What follows belongs to an exercise in optimizing a design on an open flow for small area; a production flow would make more cautious choices. Function was checked by simulation only, so behaviour that the tests miss may differ from the original. Power is estimated from default activity; no workload was simulated.

[design.v]
`default_nettype none
package wdata_arb_pkg;
    typedef logic [6-1:0]      wid_t;
    typedef logic [32-1:0]    wdata_t;
    typedef logic [4-1:0]    wstrb_t;
    typedef logic [8-1:0]     wlen_t;
    typedef logic [4-1:0] src_idx_t;
    typedef logic [9-1:0]   src_mask_t;
    typedef logic [3-1:0]  slot_mask_t;
    typedef enum logic [0:0] {
        ARB_FREE,
        ARB_HELD
    } arb_state_t;
endpackage
`default_nettype wire
`default_nettype none
module slot_tracker (
    input  logic                                     clk,
    input  logic                                     rst_n,
    input  logic                                     slot_valid,
    input  wdata_arb_pkg::wid_t                      slot_id,
    input  wdata_arb_pkg::wlen_t                     slot_wlen,
    input  logic [9*6-1:0]      src_wid,
    input  wdata_arb_pkg::src_mask_t                 src_valid,
    output wdata_arb_pkg::src_mask_t                 slot_match,
    output logic                                     slot_req,
    output logic                                     slot_cnt_zero,
    input  logic                                     slot_accept
);
    logic                 valid_q;
    logic                 valid_rise;
    wdata_arb_pkg::wlen_t beat_cnt;
    wdata_arb_pkg::wlen_t beat_cnt_eff;
    always_comb begin
        for (int i = 0; i < 9; i++) begin
            slot_match[i] = slot_valid && src_valid[i] && (src_wid[i*6 +: 6] == slot_id);
        end
    end
    assign slot_req = |slot_match;
    always_ff @(posedge clk or negedge rst_n) begin
        if (!rst_n) begin
            valid_q <= 1'b0;
        end else begin
            valid_q <= slot_valid;
        end
    end
    assign valid_rise    = slot_valid && !valid_q;
    assign beat_cnt_eff  = valid_rise ? slot_wlen : beat_cnt;
    assign slot_cnt_zero = (beat_cnt_eff == '0);
    always_ff @(posedge clk) begin
        if (slot_accept && !slot_cnt_zero) begin
            beat_cnt <= beat_cnt_eff - wdata_arb_pkg::wlen_t'(1);
        end else begin
            beat_cnt <= beat_cnt_eff;
        end
    end
endmodule
`default_nettype wire
`default_nettype none
module rr_slot_arbiter (
    input  logic                      clk,
    input  logic                      rst_n,
    input  wdata_arb_pkg::slot_mask_t req,
    input  logic                      m_ready,
    output wdata_arb_pkg::slot_mask_t grant
);
    logic       held;
    logic [1:0] last;
    wdata_arb_pkg::slot_mask_t grant_free;
    wdata_arb_pkg::slot_mask_t grant_held;
    logic [1:0] grant_idx;
    always_comb begin
        case (last)
            2'd0:    grant_free = req[1] ? 3'b010 : req[2] ? 3'b100 : req[0] ? 3'b001 : 3'b000;
            2'd1:    grant_free = req[2] ? 3'b100 : req[0] ? 3'b001 : req[1] ? 3'b010 : 3'b000;
            default: grant_free = req[0] ? 3'b001 : req[1] ? 3'b010 : req[2] ? 3'b100 : 3'b000;
        endcase
    end
    assign grant_held = {last == 2'd2, last == 2'd1, last == 2'd0};
    assign grant      = held ? grant_held : grant_free;
    assign grant_idx  = {grant[2], grant[1]};
    always_ff @(posedge clk or negedge rst_n) begin
        if (!rst_n) begin
            held <= 1'b0;
            last <= 2'd2;
        end else begin
            held <= (|grant) && !m_ready;
            if (|grant) begin
                last <= grant_idx;
            end
        end
    end
endmodule
`default_nettype wire
`default_nettype none
module w_output_stage (
    input  wdata_arb_pkg::slot_mask_t                 grant,
    input  logic                                      m_ready,
    input  logic [3*9-1:0]   s_match,
    input  logic [3*6-1:0]      s_id,
    input  wdata_arb_pkg::slot_mask_t                 s_cnt_zero,
    input  logic [9*6-1:0]       src_wid,
    input  logic [9*32-1:0]     src_wdata,
    input  logic [9*4-1:0]     src_wstrb,
    input  wdata_arb_pkg::src_mask_t                  src_wlast,
    output wdata_arb_pkg::slot_mask_t                 s_accept,
    output wdata_arb_pkg::wid_t                       m_wid,
    output wdata_arb_pkg::wdata_t                     m_wdata,
    output wdata_arb_pkg::wstrb_t                     m_wstrb,
    output logic                                      m_wlast,
    output logic                                      m_valid,
    output wdata_arb_pkg::src_mask_t                  src_ready
);
    wdata_arb_pkg::src_mask_t gm;       
    wdata_arb_pkg::src_mask_t sel;      
    logic                     any_gm;
    assign s_accept = grant & {3{m_ready}};
    assign m_valid  = |grant;
    always_comb begin
        for (int i = 0; i < 9; i++) begin
            gm[i] = 1'b0;
            for (int s = 0; s < 3; s++) begin
                gm[i] = gm[i] | (grant[s] & s_match[s*9 + i]);
            end
        end
    end
    assign any_gm = |gm;
    always_comb begin
        logic below;
        below  = gm[0];
        sel[0] = gm[0] | !any_gm;
        for (int i = 1; i < 9; i++) begin
            sel[i] = gm[i] & !below;
            below  = below | gm[i];
        end
    end
    always_comb begin
        m_wdata = '0;
        m_wstrb = '0;
        m_wlast = 1'b0;
        for (int i = 0; i < 9; i++) begin
            m_wdata = m_wdata | ({32{sel[i]}} & src_wdata[i*32 +: 32]);
            m_wstrb = m_wstrb | ({4{sel[i]}} & src_wstrb[i*4 +: 4]);
            m_wlast = m_wlast | (sel[i] & src_wlast[i]);
        end
        m_wid = any_gm ? '0 : src_wid[0 +: 6];
        for (int s = 0; s < 3; s++) begin
            m_wid   = m_wid | ({6{grant[s] & any_gm}} & s_id[s*6 +: 6]);
            m_wlast = m_wlast | (grant[s] & s_cnt_zero[s]);
        end
    end
    assign src_ready = sel & {9{m_ready & m_valid}};
endmodule
`default_nettype wire
`default_nettype none
module wdata_arbiter_top (
    input  logic                                   clk,
    input  logic                                   rst_n,
    input  logic [9*6-1:0]    src_wid,
    input  logic [9*32-1:0]  src_wdata,
    input  logic [9*4-1:0]  src_wstrb,
    input  logic [9-1:0]               src_wlast,
    input  logic [9-1:0]               src_valid,
    output logic [9-1:0]               src_ready,
    input  logic [3-1:0]              slot_valid,
    input  logic [3*6-1:0]   slot_id,
    input  logic [3*8-1:0]  slot_wlen,
    output logic [6-1:0]                  m_wid,
    output logic [32-1:0]                m_wdata,
    output logic [4-1:0]                m_wstrb,
    output logic                                   m_wlast,
    output logic                                   m_valid,
    input  logic                                   m_ready
);
    wdata_arb_pkg::slot_mask_t slot_req;
    wdata_arb_pkg::slot_mask_t grant;
    wdata_arb_pkg::slot_mask_t slot_accept;
    wdata_arb_pkg::slot_mask_t slot_cnt_zero;
    logic [3*9-1:0] slot_match;
    for (genvar g = 0; g < 3; g++) begin : g_slot
        slot_tracker i_tracker (
            .clk           (clk),
            .rst_n         (rst_n),
            .slot_valid    (slot_valid[g]),
            .slot_id       (slot_id[g*6 +: 6]),
            .slot_wlen     (slot_wlen[g*8 +: 8]),
            .src_wid       (src_wid),
            .src_valid     (src_valid),
            .slot_match    (slot_match[g*9 +: 9]),
            .slot_req      (slot_req[g]),
            .slot_cnt_zero (slot_cnt_zero[g]),
            .slot_accept   (slot_accept[g])
        );
    end
    rr_slot_arbiter i_arbiter (
        .clk     (clk),
        .rst_n   (rst_n),
        .req     (slot_req),
        .m_ready (m_ready),
        .grant   (grant)
    );
    w_output_stage i_output (
        .grant      (grant),
        .m_ready    (m_ready),
        .s_match    (slot_match),
        .s_id       (slot_id),
        .s_cnt_zero (slot_cnt_zero),
        .src_wid    (src_wid),
        .src_wdata  (src_wdata),
        .src_wstrb  (src_wstrb),
        .src_wlast  (src_wlast),
        .s_accept   (slot_accept),
        .m_wid      (m_wid),
        .m_wdata    (m_wdata),
        .m_wstrb    (m_wstrb),
        .m_wlast    (m_wlast),
        .m_valid    (m_valid),
        .src_ready  (src_ready)
    );
endmodule
`default_nettype wire
[flow/run.sh]
#!/bin/bash
# standard layout, with the smallest buffer on every port instead of the resizer's default choice
set -euo pipefail
bash standard.sh BUFFER_PORTS_ARGS="-buffer_cell sky130_fd_sc_hd__buf_1" finish > standard_flow.log 2>&1
[standard.sh]
#!/bin/bash
# synth_recipe.tcl (not shown) runs the flow's synth.tcl, then flattens the netlist and writes it again
# the make line also repeats each setting of config.mk as NAME=value (left out here)
make -C /OpenROAD-flow-scripts/flow DESIGN_CONFIG=/design/flow/config.mk WORK_HOME=/design/flow/orfs CLKGATE_MAP_FILE= SYNTH_SCRIPT=/design/flow/synth_recipe.tcl "${@:-finish}"
[config.mk]
export PLATFORM = sky130hd
export DESIGN_NAME = wdata_arbiter_top
export DESIGN_NICKNAME = wdata_arbiter_top
export VERILOG_FILES = /design/flow/design.v
export SDC_FILE = /design/flow/constraint.sdc
export NUM_CORES = 4
export LEC_CHECK = 0
export CAP_MARGIN = 20
export CORE_AREA = 2 2 118 118
export DIE_AREA = 0 0 120 120
export PLACE_DENSITY = 0.75
export SLEW_MARGIN = 20
[constraint.sdc]
create_clock -name core_clock -period 10.0 [get_ports {clk}]
set_input_delay 2.0000 -clock core_clock [delete_from_list [all_inputs] [get_ports {clk}]]
set_output_delay 2.0000 -clock core_clock [all_outputs]
set_load 0.01 [all_outputs]
==> results of run 1 <==
kinds of logic after synthesis:
family	Yosys count	synth area share [%]
buffers and inverters	93	6.32
muxes	72	10.0
and+or+nand+nor	358	26.2
xor gates and xnor gates	186	22.7
DFF	30	8.81
AOI/OAI and AO/OA	232	24.9
adders and majority gates	6	1.05
==> summary.txt, run 1 <==
Synth
  – Post-synth EDFFs: 0
  – Sequential area share after synthesis: 8.81%
  – Post-Syn Area: about 0.0072 mm2
  – YS warnings: 3
  – Area fraction of the dominant cell type after synthesis: ~13%
  – Avg Cell Area, Syn: 7.34 um2
  – Most frequent cell after synthesis: xor2_1
  – Area leader, netlist: xor2_1
  – Post-synthesis cell type count: just over 70
  – Cells after synthesis: 977
  – Flops & latches, synth: 30
  – Synth cell count leaders: xor2_1, xnor2_1, nand2_1
  – Ys flop type: dfxtp_1
  – Largest cells by area after synthesis: xor2_1, xnor2_1, mux2i_1, dfxtp_1, a221oi_1
  – Syn nets: 1427
  – Async SR Flop Fraction: 20.0%

Floorplanning
  – Rows: 42
  – Starting Density: 54.4%
  – Die extent in x: 120 um
  – Die Y: ~120 um

Outcome
  – First Err: [ERROR PPL-0024] Number of IO pins (497) exceeds maximum number of available positions (426). Increase the die perimeter from 480.00um to 675.92um.
  – Outcome: did not finish
  – Stopped at: 3_2_place_iop
==> inputs of run 2 (changes only) <==
==> flow/run.sh (replaced) <==
#!/bin/bash
# standard layout, with the smallest buffer on every port instead of the resizer's default choice,
# and pins allowed on every routing track so that a small die still holds all of them
set -euo pipefail
bash standard.sh \
  BUFFER_PORTS_ARGS="-buffer_cell sky130_fd_sc_hd__buf_1" \
  PLACE_PINS_ARGS="-min_distance 1 -min_distance_in_tracks" \
  finish > standard_flow.log 2>&1
==> summary.txt, run 2 <==
Global route
  – GRT Total Usage: just under 50%
  – Number of global-route vias before repair: just under 10000
  – First-pass GRT wire length: around 54000 um
  – Largest net degree at the start of global routing: 41
  – GRT Residual Overflow: 2

Floorplanning
  – Die extent in x: 120 um (unchanged)
  – Starting Density: 54.4% (unchanged)
  – I/O pin total: 497
  – Rows: 42 (unchanged)
  – Die Y: 120 um (unchanged)

Synth
  – Syn nets: 1427 (unchanged)
  – Largest cells by area after synthesis: xor2_1, xnor2_1, mux2i_1, dfxtp_1, a221oi_1 (unchanged)
  – Ys flop type: dfxtp_1 (unchanged)
  – Post-synthesis cell type count: 71 (unchanged)
  – YS warnings: 3 (unchanged)
  – Sequential area share after synthesis: 8.81% (unchanged)
  – Post-synth EDFFs: 0 (unchanged)
  – Area leader, netlist: xor2_1 (unchanged)
  – Async SR Flop Fraction: 20.0% (unchanged)
  – Flops & latches, synth: 30 (unchanged)
  – Post-Syn Area: 0.00717 mm2 (unchanged)
  – Most frequent cell after synthesis: xor2_1 (unchanged)
  – Avg Cell Area, Syn: 7.34 um2 (unchanged)
  – Area fraction of the dominant cell type after synthesis: 12.6% (unchanged)
  – Synth cell count leaders: xor2_1, xnor2_1, nand2_1 (unchanged)
  – Cells after synthesis: 977 (unchanged)

Outcome
  – First Err: [ERROR GRT-0116] Global routing finished with congestion. Check the congestion regions in the DRC Viewer. (was [ERROR PPL-0024] Number of IO pins (497) exceeds maximum number of available positions (426). Increase the die perimeter from 480.00um to 675.92um.)
  – Outcome: did not finish (unchanged)
  – Stopped at: 5_1_grt (was 3_2_place_iop)

Clock network
  – Post-CTS Resized: 0
  – Total CTS buffers: 5
  – Clock tree buffer depth: 2
  – H-tree levels: 2
  – Hold buffer count at CTS: 0
  – Root buffer cell: clkbuf_16
  – Setup Fix Bufs, Post-CTS: 0
  – Clock Sink Count: 30

Placed design
  – Placed cell count: 1581
  – Port Buffer Count: 496
  – Final GP Congestion: roughly 1.1
  – Dpl hpwl: 26900 um
run 2: cell counts after synthesis:
No cell type changed its count.
run 2: power groups by stage:
| stage | Combinational [mW] | Clock (mW) | Sequential [mW] |
|---|---|---|---|
| global placement | 0.449 | 0 | 0.178 |
| floorplan | 0.300 | 0 | 0.169 |
| CTS | 0.459 | 0.143 | 0.177 |
| detailed placement | 0.455 | 0 | 0.179 |
run 2: metrics by stage:
step | worst slack, ns | utilization [%] | area (um2)
after detailed placement | 1.13 | 68.1 | 8980
after CTS | 1.12 | 69.1 | 9120
after floorplan | 2.62 | - | 7170
after global placement | 1.22 | 68.1 | 8980
run 2: worst max-delay path by stage:
stage,from,endpoint,slack (ns),cells past startpoint
after detailed placement,slot_id[15],m_wlast,1.13,14
after CTS,slot_id[15],m_wlast,1.12,14
after global placement,slot_id[17],m_wlast,1.22,14
after floorplan,slot_id[12],m_wdata[10],2.62,15
run 2: routing by layer:
layer / GRT usage (%) / GRT overflow
met1: 55.9 / 0
met2: 71.4 / 1
met3: 20.8 / 0
met4: 31.1 / 1
met5: 3.31 / 0
run 2: logic make-up after synthesis:
family / Yosys count / synth area share, %
DFF: 30 / 8.81
adders and majority gates: 6 / 1.05
xor gates and xnor gates: 186 / 22.7
AOI/OAI and AO/OA: 232 / 24.9
buffers and inverters: 93 / 6.32
muxes: 72 / 10.0
and+or+nand+nor: 358 / 26.2
==> inputs of run 3 (changes only) <==
--- a/config.mk
+++ b/config.mk
@@ -8,5 +8,5 @@
 export CAP_MARGIN = 20
-export CORE_AREA = 2 2 118 118
-export DIE_AREA = 0 0 120 120
-export PLACE_DENSITY = 0.75
+export CORE_AREA = 2 2 128 128
+export DIE_AREA = 0 0 130 130
+export PLACE_DENSITY = 0.7
 export SLEW_MARGIN = 20
==> summary.txt, run 3 <==
Outcome
  – Outcome: finished clean (was did not finish)

Route
  – Via count: 10100
  – Routed vias/inst: 6.20
  – Drt wl/cell: 20.4 um
  – DRT Pass-1 Iters: 7
  – Post-DRT Antenna Nets: 0
  – DR DRC count: 0
  – Final wirelength: between 30000 and 40000 um
  – Starting DRT DRC Count: 900

Timing
  – Hold Fails Final Rpt: 0
  – Setup violators final: 0
  – Final Max Slew Viols: 0
  – Max-slew headroom: ~36%
  – Setup TNS: 0 ns
  – Fin crit share: between 90% and 100%
  – Tmin final: 9.26 ns
  – RSZ-0062 raised after global routing: false
  – Tightest Pin Transition: 0.959 ns
  – Fmax: approximately 0.11 GHz
  – Setup Skew: 0.00211 ns
  – Final Worst Setup Slack: 0.743 ns

Global route
  – GRT Residual Overflow: 0
  – Initial antenna violation count: 2
  – Number of global-route vias before repair: 8918
  – First-pass GRT wire length: a little under 50000 um
  – Largest net degree at the start of global routing: 62
  – GRT Total Usage: between 30% and 40%

Placed design
  – Final GP Congestion: 0.984 (was 1.08)
  – Port Buffer Count: 496 (unchanged)
  – Worst slack, placed: 0.916 ns (was 1.13 ns)
  – Dpl hpwl: 25800 um (was 26900 um)

Clock network
  – Reg clk slew, reported paths: 0.05 ns
  – CTS tree: done
  – H-tree levels: 2 (unchanged)
  – Root buffer cell: clkbuf_16 (unchanged)
  – Clock Sink Count: 30 (unchanged)
  – Skew-Pair Late Insertion Delay: 0.27 ns
  – Total CTS buffers: 5 (unchanged)
  – Setup Fix Bufs, Post-CTS: 0 (unchanged)
  – Hold buffer count at CTS: 0 (unchanged)
  – Clock tree buffer depth: 2 (unchanged)
  – Post-CTS Resized: 0 (unchanged)

Floorplanning
  – CORE AREA: 0.0157 mm2
  – Die Y: 130 um (was 120 um)
  – Die Area: ~0.017 mm2
  – I/O pin total: 497 (unchanged)
  – Starting Density: 45.6% (was 54.4%)
  – Rows: 46 (was 42)
  – Die extent in x: 130 um (was 120 um)

Critical path
  – CP startpoint kind: primary input
  – Worst EP required: 8.00 ns
  – Crit path max fanout: 20
  – Worst setup EP type: primary output
  – Arr. time, crit path: 7.26 ns
  – Critical path class: primary input to primary output

Power
  – Share of total power in sequential cells: 22.1%
  – Switch Pwr: 0.344 mW
  – Clock Power Share: 20.2%
  – Cell Int Power: between 0.4 and 0.5 mW
  – Cell Pwr Density: between 80 and 90 mW/mm2
  – Max VDD drop: 0.0752 mV
  – Switching Share: 42.9%
  – Logic pwr share: about 58%
  – Leakage: 3.17 nW

Layout
  – Register with the most flip-flops: g_slot.i_tracker.beat_cnt
  – Top flop regs: g_slot.i_tracker.beat_cnt: 24 flops, g_slot.i_tracker.valid_q: 3 flops, i_arbiter.last: 2 flops
  – Layout area overhead: 28.6%
  – Layout cell share with drive strength beyond 1: 3.46%
  – Most frequent cells in the layout: buf_1, xor2_1, xnor2_1, nand2_1, nor2_1
  – Max FFs per register: 24
  – Fin nets: 1864
  – Most common cell after layout, fill and taps aside: buf_1

Synth
  – Synth cell count leaders: xor2_1, xnor2_1, nand2_1 (unchanged)
  – Post-synth EDFFs: 0 (unchanged)
  – Post-synthesis cell type count: 71 (unchanged)
  – Most frequent cell after synthesis: xor2_1 (unchanged)
  – Sequential area share after synthesis: 8.81% (unchanged)
  – Avg Cell Area, Syn: 7.34 um2 (unchanged)
  – Largest cells by area after synthesis: xor2_1, xnor2_1, mux2i_1, dfxtp_1, a221oi_1 (unchanged)
  – Post-Syn Area: 0.00717 mm2 (unchanged)
  – Cells after synthesis: 977 (unchanged)
  – YS warnings: 3 (unchanged)
  – Async SR Flop Fraction: 20.0% (unchanged)
  – Area leader, netlist: xor2_1 (unchanged)
  – Syn nets: 1427 (unchanged)
  – Area fraction of the dominant cell type after synthesis: 12.6% (unchanged)
  – Flops & latches, synth: 30 (unchanged)
  – Ys flop type: dfxtp_1 (unchanged)

Worst hold path
  – Hold Path Class: flip-flop to flip-flop

Run
  – Max cap viols: 0
[run 3: cell counts after synthesis]
Identical to the previous run, type by type.
[run 3: area by class of cell]
class                           count  area [um2]
Inverter                           12        45.0
Timing Repair Buffer              511        1970
Antenna cell                        4        10.0
Clock buffer                        8         166
Fill cell                        1554        6490
Multi-Input combinational cell    854        6120
Sequential cell                    30         632
Tap cell                          216         270
[run 3: cells by family after synthesis]
family          Yosys count  share of synthesized area [%]
buf+inv                  93                           6.32
mux                      72                           10.0
compound gates          232                           24.9
flops                    30                           8.81
simple gates            358                           26.2
xor+xnor                186                           22.7
fa+ha+maj                 6                           1.05
[run 3: through the flow]
step	hold WS [ns]	instances	power, mW	area (um2)	util [%]
2_1_floorplan	0.522	977	0.468	7170	-
5_1_grt	0.586	1631	0.858	9210	58.6
3_5_place_dp	0.554	1623	0.633	9040	57.6
6_report	0.558	1635	0.802	9220	58.7
4_1_cts	0.567	1631	0.798	9210	58.6
3_3_place_gp	0.545	1623	0.629	9040	57.6
[run 3: routing by layer]
metal | global-route usage (%) | vias to the layer above | wire (um)
met5 | 1.76 | - | 0
met4 | 17.7 | 0 | 2140
met3 | 13.0 | 214 | 4330
met2 | 58.6 | 786 | 14800
met1 | 42.3 | 4571 | 12100
li1 | - | 4568 | -
[run 3: final timing paths]
kind	startpoint	to	slack [ns]	cells after the start
min in group asynchronous	rst_n	i_arbiter.held$_DFF_PN0_	1.59	1
max in group asynchronous	rst_n	i_arbiter.last[1]$_DFFE_PN1N_	8.12	1
worst min-delay path	g_slot[1].i_tracker.beat_cnt[5]$_DFF_P_	g_slot[1].i_tracker.beat_cnt[5]$_DFF_P_	0.56	2
worst max-delay path	slot_id[17]	m_wlast	0.74	14
worst max register to register	i_arbiter.last[0]$_DFFE_PN0N_	g_slot[0].i_tracker.beat_cnt[4]$_DFF_P_	6.71	9
worst min register to register	g_slot[1].i_tracker.beat_cnt[5]$_DFF_P_	g_slot[1].i_tracker.beat_cnt[5]$_DFF_P_	0.56	2
[run 3: worst max-delay path: stages]
cell and delay [ns]:
buf_1 0.56, xor2_1 0.14, or4_1 0.53, nor4_1 0.50
or4_4 0.27, or3_4 0.15, a2111oi_4 0.10, or2_1 0.44
a221o_1 0.47, nor4_4 0.51, and3_1 0.91, o21ai_0 0.23
nand4b_1 0.26, buf_1 0.19
[run 3: power groups by stage]
| stage | logic (mW) | registers [mW] | clock network, mW |
|---|---|---|---|
| after floorplan | 0.300 | 0.169 | 0 |
| after global placement | 0.451 | 0.178 | 0 |
| after detailed placement | 0.454 | 0.179 | 0 |
| after CTS | 0.456 | 0.177 | 0.165 |
| after global routing | 0.506 | 0.182 | 0.171 |
| final | 0.463 | 0.177 | 0.162 |
==> inputs of run 4 (changes only) <==
==> run.sh (new file) <==
#!/bin/bash
# synth_recipe.tcl (not shown) runs the flow's synth.tcl, then flattens the netlist and writes it again
# the make line also repeats each setting of config.mk as NAME=value (left out here)
make -C /OpenROAD-flow-scripts/flow DESIGN_CONFIG=/design/flow/config.mk WORK_HOME=/design/flow/orfs CLKGATE_MAP_FILE= SYNTH_SCRIPT=/design/flow/synth_recipe.tcl finish
--- a/config.mk
+++ b/config.mk
@@ -8,5 +8,5 @@
 export CAP_MARGIN = 20
-export CORE_AREA = 2 2 128 128
-export DIE_AREA = 0 0 130 130
-export PLACE_DENSITY = 0.7
+export CORE_AREA = 10 10 270 270
+export DIE_AREA = 0 0 280 280
+export PLACE_DENSITY = 0.6
 export SLEW_MARGIN = 20
removed: flow/run.sh
removed: standard.sh
==> summary.txt, run 4 <==
Outcome
  – Outcome: finished clean (unchanged)

Layout
  – Util after Layout: 19.9% (was 58.7%)
  – Layout cell share with drive strength beyond 1: 4.95% (was 3.46%)
  – Max FFs per register: 24 (unchanged)
  – Most frequent cells in the layout: clkdlybuf4s50_1, xor2_1, xnor2_1, nand2_1, nor2_1 (was buf_1, xor2_1, xnor2_1, nand2_1, nor2_1)
  – Top flop regs: g_slot.i_tracker.beat_cnt: 24 flops, g_slot.i_tracker.valid_q: 3 flops, i_arbiter.last: 2 flops (unchanged)
  – Fillers: 7515 (was 1554)
  – Register with the most flip-flops: g_slot.i_tracker.beat_cnt (unchanged)
  – Multi-input logic area: 0.00614 mm2 (was 0.00612 mm2)
  – Most common cell after layout, fill and taps aside: clkdlybuf4s50_1 (was buf_1)
  – Register area: 632 um2 (unchanged)
  – Layout area overhead: 85.7% (was 28.6%)
  – Post-Layout Cell Count: 2308 (was 1635)
  – Design area: 0.0133 mm2 (was 0.00922 mm2)
  – Fin nets: 1884 (was 1864)
  – Ant. Diodes: 0 (was 4)

Critical path
  – CP Cell Sequence: clkdlybuf4s50_1, xor2_1, or4_1, nor4_1, or4_4, or3_4, a2111oi_4, or2_1, a221o_1, nor4_4, buf_4, and2_4, a221o_1, a221o_1, clkdlybuf4s50_1 (was buf_1, xor2_1, or4_1, nor4_1, or4_4, or3_4, a2111oi_4, or2_1, a221o_1, nor4_4, and3_1, o21ai_0, nand4b_1, buf_1)
  – Slowest stage delay, CP: 0.80 ns (was 0.91 ns)
  – CP startpoint kind: primary input (unchanged)
  – Top delay family on crit path: simple AND/OR/NAND/NOR gates (unchanged)
  – R2R setup slack: 6.75 ns (was 6.71 ns)
  – R2r startpoint: i_arbiter.last[0]$_DFFE_PN0N_ (unchanged)
  – Arr. time, crit path: 7.65 ns (was 7.26 ns)
  – RR Endpoint: g_slot[0].i_tracker.beat_cnt[4]$_DFF_P_ (unchanged)
  – Critical path class: primary input to primary output (unchanged)
  – Worst reg-to-reg path cell count: 9 (unchanged)
  – Worst setup EP type: primary output (unchanged)
  – Crit path buffers/inverters: 3 (was 2)
  – CP max stage cell: clkdlybuf4s50_1 (was and3_1)
  – Most used cell, CP: a221o_1 (was buf_1)
  – Worst EP required: 8.00 ns (about the same)
  – Crit path max fanout: 36 (was 20)

Placed design
  – Worst slack, placed: 0.265 ns (was 0.916 ns)
  – Dpl hpwl: 44700 um (was 25800 um)
  – Placed Instance Area: 0.0132 mm2 (was 0.00904 mm2)
  – Final GP Congestion: 0.946 (was 0.984)
  – Port Buffer Count: 496 (unchanged)
  – Placed cell count: 2300 (was 1623)

Timing
  – Final Worst Setup Slack: 0.352 ns (was 0.743 ns)
  – Fin crit share: 96.5% (was 92.6%)
  – Tightest Pin Transition: 0.964 ns (was 0.959 ns)
  – Final Max Slew Viols: 0 (unchanged)
  – Setup Skew: 0.00600 ns (was 0.00211 ns)
  – Hold WS: 0.560 ns (was 0.558 ns)
  – Hold Fails Final Rpt: 0 (unchanged)
  – RSZ-0062 raised after global routing: false (unchanged)
  – Tmin final: 9.65 ns (was 9.26 ns)
  – Fmax: 0.104 GHz (was 0.108 GHz)
  – Max-slew headroom: 35.2% (was 36.0%)
  – Setup violators final: 0 (unchanged)
  – Setup TNS: 0 ns (unchanged)

Synth
  – Post-synth EDFFs: 0 (unchanged)
  – Async SR Flop Fraction: 20.0% (unchanged)
  – Post-Syn Area: 0.00717 mm2 (unchanged)
  – YS warnings: 3 (unchanged)
  – Post-synthesis cell type count: 71 (unchanged)
  – Syn nets: 1427 (unchanged)
  – Avg Cell Area, Syn: 7.34 um2 (unchanged)
  – Cells after synthesis: 977 (unchanged)
  – Most frequent cell after synthesis: xor2_1 (unchanged)
  – Sequential area share after synthesis: 8.81% (unchanged)
  – Area leader, netlist: xor2_1 (unchanged)
  – Largest cells by area after synthesis: xor2_1, xnor2_1, mux2i_1, dfxtp_1, a221oi_1 (unchanged)
  – Ys flop type: dfxtp_1 (unchanged)
  – Flops & latches, synth: 30 (unchanged)
  – Synth cell count leaders: xor2_1, xnor2_1, nand2_1 (unchanged)
  – Area fraction of the dominant cell type after synthesis: 12.6% (unchanged)

Floorplanning
  – Die Area: 0.0784 mm2 (was 0.0169 mm2)
  – Starting Density: 10.7% (was 45.6%)
  – Die Y: 280 um (was 130 um)
  – Die extent in x: 280 um (was 130 um)
  – I/O pin total: 497 (unchanged)
  – CORE AREA: 0.0670 mm2 (was 0.0157 mm2)
  – Rows: 95 (was 46)

Worst hold path
  – WHS Endpoint: g_slot[1].i_tracker.beat_cnt[5]$_DFF_P_ (unchanged)
  – Hold path depth: 2 (unchanged)
  – Hold Path Class: flip-flop to flip-flop (unchanged)
  – Hold_sp: g_slot[1].i_tracker.beat_cnt[5]$_DFF_P_ (unchanged)

Global route
  – Met3 Resource Use GR: 2.69% (was 13.0%)
  – GR peak layer: met2 (unchanged)
  – Initial antenna violation count: 2 (unchanged)
  – Largest net degree at the start of global routing: 48 (was 62)
  – First-pass GRT wire length: 73500 um (was 48200 um)
  – Met2 capacity usage during global routing: 21.4% (was 58.6%)
  – Number of global-route vias before repair: 10200 (was 8918)
  – GRT Total Usage: 12.6% (was 36.2%)
  – GRT Residual Overflow: 0 (unchanged)
  – Global routing usage on met1: 15.7% (was 42.3%)

Route
  – DR DRC count: 0 (unchanged)
  – Routed vias/inst: 4.34 (was 6.20)
  – Post-DRT Antenna Nets: 0 (unchanged)
  – Drt wl/cell: 23.1 um (was 20.4 um)
  – Via count: 10000 (was 10100)
  – Starting DRT DRC Count: 852 (was 900)
  – DRT Pass-1 Iters: 6 (was 7)
  – Final wirelength: 53200 um (was 33300 um)

Clock network
  – H-tree levels: 2 (unchanged)
  – Skew-Pair Late Insertion Delay: 0.27 ns (about the same)
  – Clock tree buffer depth: 2 (unchanged)
  – Reg clk slew, reported paths: 0.05 ns (about the same)
  – CTS tree: done (unchanged)
  – Root buffer cell: clkbuf_16 (unchanged)
  – Total CTS buffers: 5 (unchanged)
  – Clock Sink Count: 30 (unchanged)

Power
  – Total power: 0.982 mW (was 0.802 mW)
  – Leakage: 4.61 nW (was 3.17 nW)
  – Max VDD drop: 0.0545 mV (was 0.0752 mV)
  – Cell Pwr Density: 73.7 mW/mm2 (was 86.9 mW/mm2)

Run
  – Max cap viols: 0 (unchanged)
==> run 4: changes by cell type in the layout (fill, tap and decap cells not counted), moves of 2 or more <==
cell / before / now
buf_1: 496 / 0
buf_4: 15 / 32
clkdlybuf4s50_1: 0 / 496
clkbuf_8: 3 / 1
buf_12: 0 / 3
diode_2: 4 / 0
==> run 4: timing repair <==
action | CTS | global route
endpoints found under the setup margin | 0 | 1
gates resized for setup | 0 | 1
hold buffers | 0 | 0
buffers inserted | 0 | 0
==> run 4: final cells by class <==
type,instances,share of cell area (%)
multi-input cells,854,46.1
repair buffers,531,39.5
well taps,873,8.20
flip-flops and latches,30,4.74
clock buffers,6,1.04
inverters,12,0.338
clock inverters,2,0.0939
==> run 4: power by group <==
part	internal, mW	switching (mW)	leakage, nW
Clock	0.0985	0.0554	0.0729
Combinational	0.344	0.308	4.27
Sequential	0.154	0.0225	0.274
Total	0.596	0.386	4.61
==> run 4: worst max path at each step <==
stage	startpoint	endpoint	cells after the start
global route	slot_id[14]	m_wstrb[1]	15
finish	slot_id[17]	m_wstrb[0]	15
floorplan	slot_id[12]	m_wdata[10]	15
global placement	slot_id[13]	m_wstrb[1]	15
detailed placement	slot_id[13]	m_wstrb[1]	15
CTS	slot_id[13]	m_wstrb[1]	15
==> run 4: layer usage <==
layer | vias to the layer above | share of wire [%] | wire length [um]
met5 | - | 0.024 | 13
met4 | 2 | 2.5 | 1340
met3 | 62 | 8.2 | 4380
met2 | 608 | 47 | 25200
met1 | 4748 | 42 | 22300
li1 | 4593 | - | -
==> run 4: logic make-up after synthesis <==
group                      share of synthesized area (%)
and+or+nand+nor                                     26.2
AOI/OAI and AO/OA                                   24.9
xor gates and xnor gates                            22.7
buffers and inverters                               6.32
muxes                                               10.0
DFF                                                 8.81
adders and majority gates                           1.05
==> run 4: worst min-delay path, cell delays in order (launching register included) <==
cell,delay [ns]
dfxtp_1,0.30
mux2i_1,0.08
xnor2_1,0.13

static timing again, ports no longer ideal:
The flow's constraints put no driver on any port. The routed layouts listed below were extracted and timed again, unchanged, in two steps.
Step 1, drivers: a clkbuf_16 drives clk and a buf_2 each remaining input, both assumed.
Step 2 also shifts input and output timing later by t, the mid clock arrival at the registers, as if the neighbouring blocks saw the same clock.
Three values: ideal ports, drivers, drivers and shift; two values: the first two.
run	shift t [ns]	slack for setup (ns)	clock arrival spread, ns	worst data-port slew with drivers (ns)
run 3	0.301	0.743 / 0.719 / 0.719	0.003 / 0.002	0.13
run 4	0.307	0.352 / 0.314 / 0.314	0.006 / 0.006	0.10
After both steps setup and hold are still met in every run listed. The setup slack of run 4, which loses most, moves by -0.038 ns with the drivers and by -0.038 ns with both steps.
